Context: an optimization exercise on an open-source flow, tuned for small area. The choices shown serve that exercise and are no tape-out recipe. In this exercise RTL edits were held to simulation tests only and were not proved equivalent to the original. Power figures rest on the tool's default switching activity, not on a simulated workload.

==> flow/design.v <==
module ram_burst_ctrl #(
  parameter int DATA_W = 32,
  parameter int ADDR_W = 9,
  parameter int BURST  = 16
) (
  input  logic                       clk,
  input  logic                       rst,
  input  logic                       cmd_valid,
  output logic                       cmd_ready,
  input  logic                       cmd_we,
  input  logic [ADDR_W-1:0]          cmd_addr,
  input  logic [5:0]                 cmd_len,
  input  logic                       wr_valid,
  output logic                       wr_ready,
  input  logic [DATA_W-1:0]          wr_data,
  output logic                       rd_valid,
  input  logic                       rd_ready,
  output logic [DATA_W-1:0]          rd_data,
  output logic                       rd_last,
  output logic                       busy,
  output logic                       done,
  output logic                       err,
  output logic                       ram_we,
  output logic [ADDR_W-1:0]          ram_addr,
  output logic [$clog2(BURST)-1:0]   ram_cnt,
  output logic [DATA_W*BURST-1:0]    ram_wdata,
  input  logic [DATA_W*BURST-1:0]    ram_rdata
);
  localparam logic [2:0] S_IDLE   = 3'd0;
  localparam logic [2:0] S_WFILL  = 3'd1;
  localparam logic [2:0] S_WBURST = 3'd2;
  localparam logic [2:0] S_RISSUE = 3'd3;
  localparam logic [2:0] S_RWAIT  = 3'd4;
  localparam logic [2:0] S_RDRAIN = 3'd5;
  logic [2:0]        r_state;
  logic [ADDR_W:0]   r_addr;    
  logic [5:0]        r_left;    
  logic [3:0]        r_idx;     
  logic              r_done;
  logic              r_err;
  logic [DATA_W-1:0] r_wbuf [BURST-1];
  logic [DATA_W-1:0] r_wlast;
  logic w_fill, w_drain, w_wburst, w_accept;
  logic w_wr_hs, w_rd_hs, w_last, w_wdone, w_chunk_end;
  logic [ADDR_W:0] w_addr_inc;
  logic [3:0]      w_cnt;
  assign w_fill      = (r_state == S_WFILL);
  assign w_drain     = (r_state == S_RDRAIN);
  assign w_wburst    = (r_state == S_WBURST);
  assign w_accept    = (r_state == S_IDLE) && cmd_valid;
  assign w_wr_hs     = w_fill && wr_valid;
  assign w_rd_hs     = w_drain && rd_ready;
  assign w_last      = (r_left == '0);
  assign w_wdone     = r_left[5] && r_left[4];
  assign w_chunk_end = (r_idx == 4'd15) || w_last;
  assign w_addr_inc  = r_addr + 1'b1;
  always_ff @(posedge clk) begin
    if (rst) begin
      r_state <= S_IDLE;
      r_done  <= 1'b0;
      r_err   <= 1'b0;
    end else begin
      r_done <= 1'b0;
      case (r_state)
        S_IDLE: begin
          if (cmd_valid) begin
            r_err   <= ({1'b0, cmd_addr} + {4'b0, cmd_len}) > 10'd511;
            r_state <= cmd_we ? S_WFILL : S_RISSUE;
          end
        end
        S_WFILL:  if (wr_valid && w_chunk_end) r_state <= S_WBURST;
        S_WBURST: begin
          r_state <= w_wdone ? S_IDLE : S_WFILL;
          r_done  <= w_wdone;
        end
        S_RISSUE: r_state <= S_RWAIT;
        S_RWAIT:  r_state <= S_RDRAIN;
        S_RDRAIN: begin
          if (rd_ready) begin
            if (w_last) begin
              r_state <= S_IDLE;
              r_done  <= 1'b1;
            end else if (r_idx == 4'd15) begin
              r_state <= S_RISSUE;
            end
          end
        end
        default: r_state <= S_IDLE;
      endcase
    end
  end
  always_ff @(posedge clk) begin
    if (w_accept) begin
      r_addr <= {1'b0, cmd_addr};
      r_left <= cmd_len;
      r_idx  <= '0;
    end else begin
      if (w_wr_hs || w_rd_hs) begin
        r_idx  <= r_idx + 1'b1;
        r_left <= r_left - 1'b1;
      end
      if (w_rd_hs) r_addr <= w_addr_inc;
      else if (w_wburst) r_addr <= {r_addr[ADDR_W:4] + 1'b1, r_addr[3:0]};
    end
  end
  generate
    for (genvar gi = 0; gi < BURST - 1; gi++) begin : g_word
      always_ff @(posedge clk)
        if (w_wr_hs && (r_idx == gi)) r_wbuf[gi] <= wr_data;
      assign ram_wdata[gi*DATA_W +: DATA_W] = r_wbuf[gi];
    end
  endgenerate
  always_ff @(posedge clk) r_wlast <= wr_data;
  assign ram_wdata[(BURST-1)*DATA_W +: DATA_W] = r_wlast;
  assign w_cnt = r_idx - 1'b1;
  assign cmd_ready = (r_state == S_IDLE);
  assign busy      = (r_state != S_IDLE);
  assign wr_ready  = w_fill;
  assign rd_valid  = w_drain;
  assign rd_data   = r_addr[ADDR_W] ? '0 : ram_rdata[DATA_W-1:0];
  assign rd_last   = w_last;
  assign done      = r_done;
  assign err       = r_err;
  assign ram_we    = w_wburst && !r_addr[ADDR_W];
  assign ram_addr  = w_rd_hs ? w_addr_inc[ADDR_W-1:0] : r_addr[ADDR_W-1:0];
  assign ram_cnt   = ((r_addr[ADDR_W-1:4] == 5'h1f) && (w_cnt > ~r_addr[3:0])) ? ~r_addr[3:0] : w_cnt;
endmodule
Settings: LEC_CHECK=0, CAP_MARGIN=40, CORE_AREA=4 4 416 416, DIE_AREA=0 0 420 420, SLEW_MARGIN=40; clock period 7.0 ns.
standard.sh (not shown) runs the stock make flow with config.mk's settings and CLKGATE_MAP_FILE= SYNTH_SCRIPT=/design/flow/synth_recipe.tcl, a recipe that flattens the netlist after the stock synthesis.
==> flow/flow/run.sh <==
#!/bin/bash
# Standard layout, with the port buffers made from the smallest buffer cell and a leaner clock tree.
set -e
export BUFFER_PORTS_ARGS="-buffer_cell sky130_fd_sc_hd__buf_1"
export CTS_ARGS="-sink_clustering_enable -repair_clock_nets -dont_use_dummy_load -buf_list sky130_fd_sc_hd__clkbuf_4"
bash standard.sh > standard.log 2>&1
==> next run, changes <==
==> flow/run.sh (new file) <==
#!/bin/bash
# synth_recipe.tcl (not shown) runs the flow's synth.tcl, then flattens the netlist and writes it again
# the make line also repeats each setting of config.mk as NAME=value (left out here)
make -C /OpenROAD-flow-scripts/flow DESIGN_CONFIG=/design/flow/config.mk WORK_HOME=/design/flow/orfs CLKGATE_MAP_FILE= SYNTH_SCRIPT=/design/flow/synth_recipe.tcl finish
removed: flow/flow/run.sh
removed: flow/standard.sh
Cell area increases by 20%. Sequential cell count is unchanged. Worst setup slack got worse by 32 ps. Routed wire length increases by 3.7%. Core utilization increases by 2.8 points. Clock-buffer cell count decreases by 64. Sequential share of layout area decreases by 11 points. Final cell count decreases by 1.4%.
==> next run, changes <==
==> flow/flow/run.sh (new file) <==
#!/bin/bash
# Standard layout, with the port buffers made from the smallest buffer cell and a leaner clock tree.
set -e
export BUFFER_PORTS_ARGS="-buffer_cell sky130_fd_sc_hd__buf_1"
export PLACE_PINS_ARGS="-min_distance 1 -min_distance_in_tracks"
export CTS_ARGS="-sink_clustering_enable -repair_clock_nets -dont_use_dummy_load -buf_list sky130_fd_sc_hd__clkbuf_16 -sink_clustering_size 30 -sink_clustering_max_diameter 80"
bash standard.sh > standard.log 2>&1
==> flow/standard.sh (new file) <==
#!/bin/bash
# synth_recipe.tcl (not shown) runs the flow's synth.tcl, then flattens the netlist and writes it again
# the make line also repeats each setting of config.mk as NAME=value (left out here)
make -C /OpenROAD-flow-scripts/flow DESIGN_CONFIG=/design/flow/config.mk WORK_HOME=/design/flow/orfs CLKGATE_MAP_FILE= SYNTH_SCRIPT=/design/flow/synth_recipe.tcl "${@:-finish}"
- CORE_AREA: 4 4 416 416 -> 4 4 206 206
- DIE_AREA: 0 0 420 420 -> 0 0 210 210
removed: flow/run.sh
The new run completed without violations.
Wire length falls by 17%.
Clock skew rises by 35 ps.
Synthesized area stays the same.
Worst setup slack gains 820 ps.
==> next run, changes <==
--- a/flow/flow/run.sh
+++ b/flow/flow/run.sh
@@ -6 +6 @@
-export CTS_ARGS="-sink_clustering_enable -repair_clock_nets -dont_use_dummy_load -buf_list sky130_fd_sc_hd__clkbuf_16 -sink_clustering_size 30 -sink_clustering_max_diameter 80"
+export CTS_ARGS="-sink_clustering_enable -repair_clock_nets -dont_use_dummy_load -buf_list sky130_fd_sc_hd__clkbuf_16 -sink_clustering_size 36 -sink_clustering_max_diameter 70"
- CORE_AREA: 4 4 206 206 -> 4 4 246 246
- DIE_AREA: 0 0 210 210 -> 0 0 250 250
Global-route usage shrinks by 8.6 points.
Critical path depth does not change.
Design area goes up by 1.6%.
Maximum frequency went down by 0.66%.
Setup slack is worse by 29 ps.
Sequential cell count stays the same.
Die area went up by 42%.
Total power is higher by 0.92%.

static timing again, ports no longer ideal:
The results above use ideal ports. As a check the final layouts listed here were re-extracted and re-timed, cells and wires unchanged. Step 1 (the two cells are an assumption about what drives the block):
set clk [get_ports {clk}]
set_driving_cell -lib_cell sky130_fd_sc_hd__clkbuf_16 $clk
set_driving_cell -lib_cell sky130_fd_sc_hd__buf_2 [delete_from_list [all_inputs] $clk]
Step 2 moves the port delays by t, midway between the first and last clock arrival at a register: inputs arrive t later, outputs are due t later. That takes back most of the time a late clock gives input paths. Three values: no drivers, after step 1, after step 2; two values: the first two.
| run | t (ns) | setup WS [ns] | worst setup path at the end | latest minus earliest clock arrival (ns) | worst register clock-pin slew, ns |
|---|---|---|---|---|---|
| the first run | 0.996 | 1.843 / 1.792 / 2.788 | register to output | 0.129 / 0.129 | 0.07 / 0.07 |
| the second run | 0.675 | 1.811 / 1.757 / 2.159 | input to output | 0.058 / 0.057 | 0.07 / 0.07 |
| the third run | 0.605 | 2.627 / 2.574 / 2.954 | input to output | 0.084 / 0.084 | 0.11 / 0.11 |
| the fourth run | 0.609 | 2.598 / 2.548 / 2.977 | input to output | 0.129 / 0.128 | 0.12 / 0.12 |
After both steps setup and hold are still met in every run listed.
